What follows belongs to an exercise in optimizing a design on an open flow for small area, a short achievable clock period and few clock cycles per item; a production flow would make more cautious choices.
The RTL was checked by simulation tests, not by an equivalence proof against the original design.
Power and IR drop assume default switching activity.

## roberts_cross_gradient
module roberts_cross_gradient
#(
   parameter int MAX_WIDTH  = rcg_pkg::DEF_MAX_WIDTH,
   parameter int MAX_HEIGHT = rcg_pkg::DEF_MAX_HEIGHT
)(
   input  logic                     clock,
   input  logic                     reset,
   input  logic                     csr_wr_en,
   input  logic [rcg_pkg::CSR_WIDTH-1:0]     csr_wr_data,
   input  logic                     req_valid,
   output logic                     req_ready,
   input  logic [rcg_pkg::PIX_W-1:0]         req_pixel,
   input  logic                     req_start_of_frame,
   output logic                     rsp_valid,
   input  logic                     rsp_ready,
   output logic [rcg_pkg::ROW_W-1:0]         rsp_out_row,
   output logic [rcg_pkg::COL_W-1:0]         rsp_out_col,
   output logic signed [rcg_pkg::GRAD_W-1:0] rsp_diag_grad,
   output logic signed [rcg_pkg::GRAD_W-1:0] rsp_anti_grad,
   output logic [rcg_pkg::MAG_W-1:0]         rsp_magnitude,
   output logic                     rsp_last
);
   localparam int CW = $clog2(MAX_WIDTH);       
   localparam int RW = $clog2(MAX_HEIGHT);      
   localparam logic [13:0] CUT = 14'b11_1111_1111_1100;
   localparam int NST = 15;   
   logic adv;    
   logic adv_d;  
  ...
clock: 7.0 ns
lec_check: 0
cap_margin: 20
core_margin: 2
core_utilization: 75
cts_cluster_diameter: 80
cts_cluster_size: 25
setup_slack_margin: 4.0
slew_margin: 20
run.sh (not shown) runs the stock make flow with config.mk's settings and CLKGATE_MAP_FILE= SYNTH_SCRIPT=/design/flow/synth_recipe.tcl, a recipe that flattens the netlist after the stock synthesis.
Testbench counts at the start, summed over its fixed seeds: cycles 20,259, items 17,628.
==> next run, changes <==
Settings changed: CORE_UTILIZATION 75 to 70, CTS_CLUSTER_DIAMETER 80 to 60, CTS_CLUSTER_SIZE 25 to 22.
Effect: The changed run finished with timing, DRC and antenna clean; fmax grows by 2.9%; via count shrinks by 0.41%; wire length grows by 1.0%.
==> next run, changes <==
Settings changed: CTS_CLUSTER_DIAMETER 60 to 100, CTS_CLUSTER_SIZE 22 to 25.
What happened: Via count goes down by 0.59%; critical path depth stays the same; final cell count decreases by 1.3%; die area is unchanged; final area shrinks by 1.5%; global-route usage drops by 0.25 points; non-clock buffer count goes up by 7; worst setup slack gets worse by 0.015 ns.
==> next run, changes <==
Settings changed: CTS_CLUSTER_DIAMETER 100 to 80, SETUP_SLACK_MARGIN 4.0 to 4.3.
Worst hold slack is about the same. Sequential power barely changes. Utilization grows by 0.92 points. Setup slack gets better by 0.013 ns. Non-clock buffer count grows by 71. Count of clock-buffer cells in the layout grows by 13. Global-route usage grows by 0.46 points. Synthesized area stays the same.

* * *

roberts_cross_gradient, a different RTL version from the one above (not shown whole).
For scale: about 7000 cells after synthesis, about 0.12 sq mm of cells after synthesis.
clock: 7.0 ns
lec_check: 0
cap_margin: 20
core_margin: 2
core_utilization: 70
cts_cluster_diameter: 85
cts_cluster_size: 32
setup_slack_margin: 4.0
slew_margin: 20
Testbench counts at the start, summed over its fixed seeds: cycles 20,259, items 17,628.
Change:
Settings changed: CORE_UTILIZATION 70 to 60, CTS_BUF_LIST set to sky130_fd_sc_hd__clkbuf_8, CTS_CLUSTER_DIAMETER 85 to not set, CTS_CLUSTER_SIZE 32 to not set.
Effect: The new run finished clean. Global-route usage falls by 2.7 points. Final area rises by 4.0%. Die area rises by about 16%. Area after synthesis is unchanged. Worst setup slack degrades by 110 ps.
Change:
Settings changed: CTS_BUF_LIST sky130_fd_sc_hd__clkbuf_8 to not set.
The new run completed with no timing, DRC or antenna violations.
Routed wire length goes down by 0.40%.
Die area is unchanged.
Worst hold slack gains 8.3 ps.
Design area goes up by about 1%.
Change:
Settings changed: CORE_UTILIZATION 60 to 70, CTS_CLUSTER_DIAMETER set to 80, CTS_CLUSTER_SIZE set to 25.
Clock skew drops by 29 ps.
Routed wire length is lower by 5.4%.
Total power went down by 14%.
Global-route usage is higher by 3.1 points.
Setup slack got worse by 23 ps.
Design area is lower by 4.4%.

* * *

roberts_cross_gradient again, from the RTL that the note above started with.
==> flow/design.v (excerpt) <==
module roberts_cross_gradient
#(
   parameter int MAX_WIDTH  = rcg_pkg::DEF_MAX_WIDTH,
   parameter int MAX_HEIGHT = rcg_pkg::DEF_MAX_HEIGHT
)(
   input  logic                     clock,
   input  logic                     reset,
   input  logic                     csr_wr_en,
   input  logic [rcg_pkg::CSR_WIDTH-1:0]     csr_wr_data,
   input  logic                     req_valid,
   output logic                     req_ready,
   input  logic [rcg_pkg::PIX_W-1:0]         req_pixel,
   input  logic                     req_start_of_frame,
   output logic                     rsp_valid,
   input  logic                     rsp_ready,
   output logic [rcg_pkg::ROW_W-1:0]         rsp_out_row,
   output logic [rcg_pkg::COL_W-1:0]         rsp_out_col,
   output logic signed [rcg_pkg::GRAD_W-1:0] rsp_diag_grad,
   output logic signed [rcg_pkg::GRAD_W-1:0] rsp_anti_grad,
   output logic [rcg_pkg::MAG_W-1:0]         rsp_magnitude,
   output logic                     rsp_last
);
make LEC_CHECK=0 CAP_MARGIN=20 CORE_MARGIN=2 CORE_UTILIZATION=60 SETUP_SLACK_MARGIN=4.3 SLEW_MARGIN=20 finish   # period 7.0 ns
The baseline completed without violations.
Testbench counts at the start, summed over its fixed seeds: cycles 20,259, items 17,628.
Next try:
--- a/flow/config.mk
+++ b/flow/config.mk
@@ -10,3 +10,4 @@
 export CORE_UTILIZATION = 60
-export SETUP_SLACK_MARGIN = 4.3
+export CTS_BUF_LIST = sky130_fd_sc_hd__clkbuf_4
+export SETUP_SLACK_MARGIN = 4.0
 export SLEW_MARGIN = 20
The changed run finished with timing, DRC and antenna clean.
Hold slack gains 4.7 ps.
Area after synthesis is unchanged.
Wire length climbs by 0.33%.
Worst setup slack loses 420 ps.
Synthesized cell count does not change.
Combinational power drops by 6.5%.
Critical path depth drops by 11.
Total power drops by 4.7%.
Cell count climbs by 7.0%.
Clock power drops by about 10%.
Via count climbs by about 3.2%.
Next try:
--- a/flow/config.mk
+++ b/flow/config.mk
@@ -9,4 +9,3 @@
 export CORE_MARGIN = 2
-export CORE_UTILIZATION = 60
-export CTS_BUF_LIST = sky130_fd_sc_hd__clkbuf_4
+export CORE_UTILIZATION = 70
 export SETUP_SLACK_MARGIN = 4.0
Result:
- The changed run finished clean
- cell count goes down by roughly a tenth
- setup slack improved by 450 ps
- total power goes up by a few percent
- clock power goes up by roughly a tenth
- worst hold slack got worse by 4.3 ps
- core utilization goes up by 12 points
- count of clock-buffer cells in the layout goes down by 741
- synthesized cell count is unchanged
- flip-flop and latch count stays the same
- via count goes down by a few percent
- final area is about the same

* * *

Setup of v6:
roberts_cross_gradient, a different RTL version from the one above (not shown whole).
For scale: ~6900 cells after synthesis, roughly 3000 flip-flops, roughly 81 I/O pins, ~120000 sq um of cells after synthesis.
Settings: LEC_CHECK=0, CAP_MARGIN=20, CORE_MARGIN=2, CORE_UTILIZATION=80, SETUP_SLACK_MARGIN=4.0, SLEW_MARGIN=20; clock period 7.0 ns.
Testbench counts of v6, summed over its fixed seeds: cycles 20,259, items 17,628.
The following lists how v7 was set up differently from v6:
Settings: swapping 80 for 70 in CORE_UTILIZATION.
Findings:
- v7 did not stop at any stage, and its layout met the timing, design-rule and antenna checks.
- Diff v6 -> v7 | global router's overall resource usage | decrease of 7.1 points
- Diff v6..v7 | multi-input logic cell count | negligible
- Switching share of power | v7 below v6
- v7 vs. v6: total power divided by cell area decreased about 0.7%, clock skew decreased 0.029 ns, share of the final layout cell area in multi-input gates essentially unchanged, routing usage on met2 decreased 11 points, area enclosed by the die boundary increased 21000 sq um.

* * *

the baseline:
Another version of the RTL of roberts_cross_gradient (not shown whole).
Size: ~6600 cells after synthesis, about 81 I/O pins.
Settings: LEC_CHECK=0, ABC_CLOCK_PERIOD_IN_PS=2700, CAP_MARGIN=20, CORE_MARGIN=2, CORE_UTILIZATION=40, SETUP_SLACK_MARGIN=4.0, SLEW_MARGIN=20; clock period 7.0 ns.
Testbench counts of the baseline, summed over its fixed seeds: cycles 20,283, items 17,628.
diff inputs: the baseline => the candidate
- a change of CORE_UTILIZATION from 40 to 60
Compared with the baseline, the candidate shows slack of the critical path higher by 0.15 ns. Diff the baseline -> the candidate | instance area at placement | down slightly. On die area, the higher figure sits with the baseline, not the candidate. Fraction of power consumed by the clock network: the candidate vs the baseline down 1.9 points. Lower average routed wire per standard cell goes to the baseline over the candidate. The candidate vs the baseline: power dissipated in combinational cells up by a few percent. The higher core utilization of the candidate and the baseline is in the candidate. Relative to the baseline, global-route usage increased by 13 points in the candidate.

* * *

roberts_cross_gradient, a different RTL version from the one above (not shown whole).
For scale: roughly 7000 cells after synthesis, roughly 81 I/O pins, ~120000 um^2 of cells after synthesis.
export LEC_CHECK = 0
export CAP_MARGIN = 20
export CORE_MARGIN = 2
export CORE_UTILIZATION = 70
export CTS_CLUSTER_DIAMETER = 80
export CTS_CLUSTER_SIZE = 25
export SETUP_SLACK_MARGIN = 4.0
export SLEW_MARGIN = 20
create_clock -name core_clock -period 7.0 [get_ports {clock}]
The first run ran to the end with no violations.
Testbench counts at the start, summed over its fixed seeds: cycles 20,259, items 17,628.
Edit:
CTS_CLUSTER_DIAMETER = 100   (was 80)
- total power fell by 0.68%
- final cell count barely changes
- setup slack is better by 0.0040 ns
- global-route usage is about the same
- design area stays flat
- critical path depth is unchanged
- synthesized area is unchanged
- fmax is about the same
- register-to-register slack is better by 0.02 ns
- core utilization fell by 0.12 points
- clock skew hardly moves

==> separate check: timing with driven ports <==
Ports are ideal in the flow. The routed layouts listed here were re-timed in OpenROAD. Step 1 assumes that a clkbuf_16 drives the clock port and a buf_2 every other input. Step 2, shift: input delay + t, output delay - t, t = (earliest + latest rising clock arrival at the registers) / 2. This alone moves slack from input paths to output paths. Slacks: ideal / step 1 / step 2; pairs: ideal / step 1.
| run | t (ns) | setup slack, ns | worst hold slack (ns) | worst setup path after step 2 |
|---|---|---|---|---|
| the first run of note 1 | 0.893 | 3.976 / 3.963 / 3.278 | 0.408 / 0.408 / 0.408 | input to register |
| the second run of note 1 | 0.955 | 4.060 / 3.964 / 3.288 | 0.415 / 0.415 / 0.415 | input to register |
| the third run of note 1 | 0.920 | 4.045 / 3.947 / 3.309 | 0.412 / 0.412 / 0.412 | input to register |
| the fourth run of note 1 | 0.918 | 4.058 / 3.974 / 3.540 | 0.410 / 0.410 / 0.410 | input to register |
| the first run of note 2 | 0.872 | 3.993 / 3.965 / 3.344 | 0.416 / 0.416 / 0.416 | input to register |
| the second run of note 2 | 1.174 | 3.879 / 3.794 / 3.340 | 0.386 / 0.386 / 0.386 | input to register |
| the third run of note 2 | 1.006 | 3.962 / 3.924 / 3.300 | 0.394 / 0.394 / 0.394 | input to register |
| the fourth run of note 2 | 0.899 | 3.939 / 3.939 / 3.332 | 0.418 / 0.418 / 0.418 | input to register |
| the first run of note 3 | 1.008 | 3.974 / 3.923 / 3.466 | 0.393 / 0.393 / 0.393 | input to register |
| the second run of note 3 | 1.472 | 3.552 / 3.469 / 3.313 | 0.398 / 0.398 / 0.398 | input to register |
| the third run of note 3 | 1.003 | 4.003 / 3.915 / 3.301 | 0.394 / 0.394 / 0.394 | input to register |
| v6 | 0.987 | 3.817 / 3.817 / 3.132 | 0.404 / 0.404 / 0.404 | input to register |
| v7 | 0.993 | 3.864 / 3.864 / 3.289 | 0.399 / 0.399 / 0.399 | input to register |
| the baseline | 0.943 | 3.586 / 3.586 / 3.203 | 0.383 / 0.383 / 0.383 | input to register |
| the candidate | 1.038 | 3.736 / 3.736 / 2.949 | 0.396 / 0.396 / 0.396 | input to register |
| the first run of note 6 | 0.909 | 4.060 / 3.970 / 3.287 | 0.412 / 0.412 / 0.412 | input to register |
| the second run of note 6 | 0.908 | 4.064 / 3.972 / 3.285 | 0.417 / 0.417 / 0.417 | input to register |
After both steps setup and hold are still met in every run listed. The setup slack of the candidate, which loses most, moves by 0.000 ns with the drivers and by -0.787 ns with both steps.
